Background: an optimization exercise with open tools, aiming at small area, a short achievable clock period and few clock cycles per item. Do not read the settings as production practice.
At most, simulation tests tie the RTL to the original design; equivalence was not proved.
No activity file was given, so power comes from the tool's default toggle rates.

==> branch fjord: inputs <==
## vec_normalize
module vec_normalize (
  input  logic               clk,
  input  logic               rst,
  input  logic               in_valid,
  output logic               in_ready,
  input  logic signed [27:0] real_1,
  input  logic signed [27:0] imag_1,
  input  logic signed [27:0] real_2,
  input  logic signed [27:0] imag_2,
  input  logic signed [55:0] norm_in,
  output logic               out_valid,
  input  logic               out_ready,
  output logic signed [27:0] q_real_1,
  output logic signed [27:0] q_imag_1,
  output logic signed [27:0] q_real_2,
  output logic signed [27:0] q_imag_2,
  output logic               div_zero,
  output logic               sat
);
  function automatic logic [56:0] bk_add(input logic [55:0] a, input logic [55:0] b, input logic ci);
    logic [56:0] g, p;
    logic [55:0] s;
    g = {a & b, ci};
    p = {a ^ b, 1'b0};
    for (int l = 0; l < 6; l++)
      for (int i = 0; i <= 56; i++)
        if (((i + 1) % (2 << l)) == 0 && i >= (1 << l)) begin
          g[i] = g[i] | (p[i] & g[i - (1 << l)]);
          p[i] = p[i] & p[i - (1 << l)];
        end
    for (int l = 5; l >= 0; l--)
      for (int i = 0; i <= 56; i++)
        if (((i + 1) % (2 << l)) == (1 << l) && i >= (2 << l))
          g[i] = g[i] | (p[i] & g[i - (1 << l)]);
    s = a ^ b ^ g[55:0];
    bk_add = {g[56], s};
  endfunction
  logic [1:0]  sidx;       
  logic [1:0]  ycnt;       
  logic        acc;        
  logic [26:0] s_a;        
  logic        s_sg;
  logic [45:0] ys, yc;     
  logic        y_sg;
  logic [27:0] xsel;
  logic [45:0] mys, myc;    
  logic [56:0] msum;       
  logic        yok, load;
  logic        itag;       
  always_comb begin
    case (sidx)
      2'd0: xsel = real_1;
      2'd1: xsel = imag_1;
      2'd2: xsel = real_2;
      default: xsel = imag_2;
    endcase
  end
  ...
Settings: LEC_CHECK=0, CAP_MARGIN=20, CORE_MARGIN=2, CORE_UTILIZATION=40, SLEW_MARGIN=20; clock period 11.0 ns.
standard.sh (not shown) runs the stock make flow with config.mk's settings and CLKGATE_MAP_FILE= SYNTH_SCRIPT=/design/flow/synth_recipe.tcl, a recipe that flattens the netlist after the stock synthesis.
==> flow/flow/run.sh <==
#!/bin/bash
# The standard flow, with its timing repair aimed at a period well below the
# clock's and plain buffers on the ports; make's output goes to standard.log,
# each ORFS step's to its own log under orfs/logs.
bash standard.sh SETUP_SLACK_MARGIN=8.5 TNS_END_PERCENT=100 CORE_UTILIZATION=40 \
  "BUFFER_PORTS_ARGS=-buffer_cell sky130_fd_sc_hd__buf_2" finish > standard.log 2>&1
==> inputs of branch violet, as changes to branch fjord <==
--- a/flow/design.v
+++ b/flow/design.v
@@ -33,25 +33,27 @@
         if (((i + 1) % (2 << l)) == (1 << l) && i >= (2 << l))
           g[i] = g[i] | (p[i] & g[i - (1 << l)]);
     s = a ^ b ^ g[55:0];
     bk_add = {g[56], s};
   endfunction
   logic [1:0]  sidx;       
+  logic [1:0]  sidx_n;
   logic [1:0]  ycnt;       
   logic        acc;        
   logic [26:0] s_a;        
   logic        s_sg;
   logic [45:0] ys, yc;     
   logic        y_sg;
   logic [27:0] xsel;
   logic [45:0] mys, myc;    
   logic [56:0] msum;       
   logic        yok, load;
   logic        itag;       
+  assign sidx_n = load ? sidx + 2'd1 : sidx;
   always_comb begin
-    case (sidx)
+    case (sidx_n)
       2'd0: xsel = real_1;
       2'd1: xsel = imag_1;
       2'd2: xsel = real_2;
       default: xsel = imag_2;
     endcase
   end
@@ -336,14 +338,14 @@
       if (acc) begin
         if (in_valid) begin
           acc  <= 1'b0;
           ycnt <= '0;
         end
       end else if (load) begin
-        sidx <= sidx + 2'd1;
-        ycnt <= '0;
+        sidx <= sidx_n;
+        ycnt <= 2'd1;
         if (sidx == 2'd3) begin
           acc  <= 1'b1;
           itag <= ~itag;
         end
       end else if (!in_valid) begin
         ycnt <= '0;
@@ -351,18 +353,33 @@
         ycnt <= ycnt + 2'd1;
       end
     end
   end
   logic [5:0]  nmsb_in;    
   logic        big_in, dz_in;
+  logic [5:0]  nmsb_q;
+  logic        big_q, dz_q;
+  logic [63:0]  lzv;
+  logic [383:0] lzi;
   always_comb begin
-    nmsb_in = '0;
-    for (int i = 0; i < 54; i++) if (norm_in[i]) nmsb_in = 6'(i);
+    lzv = {10'd0, norm_in[53:0]};
+    lzi = '0;
+    for (int lv = 0; lv < 6; lv++)
+      for (int i = 0; i < (64 >> (lv + 1)); i++) begin
+        lzi[6*i +: 6] = lzv[2*i+1] ? (lzi[6*(2*i+1) +: 6] | 6'(1 << lv)) : lzi[6*(2*i) +: 6];
+        lzv[i] = lzv[2*i+1] | lzv[2*i];
+      end
+    nmsb_in = lzi[5:0];
   end
   assign dz_in  = norm_in[55] | (norm_in == '0);
   assign big_in = dz_in | norm_in[54];
+  always_ff @(posedge clk) begin
+    nmsb_q <= nmsb_in;
+    big_q  <= big_in;
+    dz_q   <= dz_in;
+  end
   logic [1:0]        run, fin, ld, free, xfer, last, satd;
   logic [1:0][4:0]   j;          
   logic [1:0][52:0]  r;          
   logic [1:0][8:0]   l;          
   logic [1:0][15:0]  qp;         
   logic [1:0]        c_sg, c_sat;
@@ -381,13 +398,13 @@
   logic [1:0][16:0]  wdat;
   logic              ov, vfree;
   for (genvar u = 0; u < 2; u++) begin : g_div
     logic [56:0] dsum;
     logic [15:0] mag;
     assign t[u] = {r[u], l[u][8]};
-    assign dsum = bk_add({2'd0, t[u]}, {2'b11, ~nrm[u]}, 1'b1);
+    assign dsum = {3'd0, t[u]} - {3'd0, nrm[u]};
     assign d[u] = dsum[53:0];
     assign ge[u] = ~dsum[55] & ~big[u];    
     always_comb begin
       sm[u][54] = big[u];
       for (int i = 0; i < 54; i++) sm[u][i] = big[u] | (6'(i) <= nmsb[u]);
     end
@@ -443,15 +460,15 @@
       if (ld[u]) begin
         c_sg[u]  <= y_sg;
         c_sat[u] <= 1'b0;
         cidx[u]  <= sidx;
         ctag[u]  <= itag;
         nrm[u]   <= norm_in[53:0];
-        nmsb[u]  <= nmsb_in;
-        big[u]   <= big_in;
-        dz[u]    <= dz_in;
+        nmsb[u]  <= nmsb_q;
+        big[u]   <= big_q;
+        dz[u]    <= dz_q;
       end
       if (xfer[u]) begin
         wq[u]   <= qp_n[u];
         wsg[u]  <= c_sg[u];
         wsat[u] <= c_sat[u];
         wdz[u]  <= dz[u];
==> flow/flow/run.sh (replaced) <==
#!/bin/bash
# The standard flow, with its timing repair aimed at a period well below the
# clock's and plain buffers on the ports; make's output goes to standard.log,
# each ORFS step's to its own log under orfs/logs.
bash standard.sh SETUP_SLACK_MARGIN=7.5 TNS_END_PERCENT=100 CORE_UTILIZATION=55 CTS_CLUSTER_SIZE=30 CTS_CLUSTER_DIAMETER=60 \
  "BUFFER_PORTS_ARGS=-buffer_cell sky130_fd_sc_hd__buf_2" finish > standard.log 2>&1
==> results.txt <==
Between branch violet and branch fjord, the lower utilization is in branch fjord (gap 11 points). Branch fjord completed with no timing, DRC or antenna violations. Branch violet completed with no timing, DRC or antenna violations. Routed wire length: branch fjord is smaller than branch violet (about 7%). Synthesized cell count: branch violet is larger than branch fjord (about 9%). Final area: branch fjord is higher than branch violet (11%). In branch fjord the clock power is higher than in branch violet, by 23%. Sequential share of layout area: branch violet is higher than branch fjord (3.5 points).
==> figures <==
quantity	branch violet	branch fjord
Result of the run	finished clean	finished clean
Area share of the largest cell type after synthesis	0.205	0.213
Transition at the pin with the smallest max-transition slack	1.07 ns	1.19 ns
Clock power share	0.161	0.194
Pwr/cell area	262 mW/mm^2	241 mW/mm^2
Met3 layer usage reported by global route	0.0877	0.0600
Required time of the critical path	11.58 ns	11.47 ns
Start point of the critical path	nrm[54]$_DFFE_PP_	norm_in[4]
Met2 usage in global routing	0.608	0.441
Startpoint of the lowest-slack register-to-register path	nrm[54]$_DFFE_PP_	yc[6]$_DFF_P_
Via count of the first global-routing pass	31500	30800
Post-route minimum period	3.57 ns	3.70 ns
Post-route insts no fill	5065	5352
Testbench counts of branch violet, summed over its fixed seeds: cycles 9,352, items 512.
Only the layout flow was run in branch fjord; the RTL was not checked for function there.

-- afterwards: timing with drivers on the ports --
In the flow no input, the clock included, has a driving cell. The finished layouts below were timed again as built, in two steps. Step 1, drivers: a clkbuf_16 drives clk and a buf_2 each remaining input, both assumed. Step 2 moves the port delays by t, midway between the first and last clock arrival at a register: inputs arrive t later, outputs are due t later. That takes back most of the time a late clock gives input paths. Slacks: ideal ports / drivers / drivers and shift; pairs: ideal ports / drivers.
| run | t, ns | slack for setup (ns) | worst setup path at the end |
|---|---|---|---|
| branch fjord | 0.669 | 7.305 / 7.275 / 6.606 | input to register |
| branch violet | 0.677 | 7.429 / 7.395 / 6.939 | input to register |
After both steps every run listed still meets setup and hold. For branch fjord, which loses most, drivers alone change the setup slack by -0.030 ns; drivers and shift together by -0.699 ns.
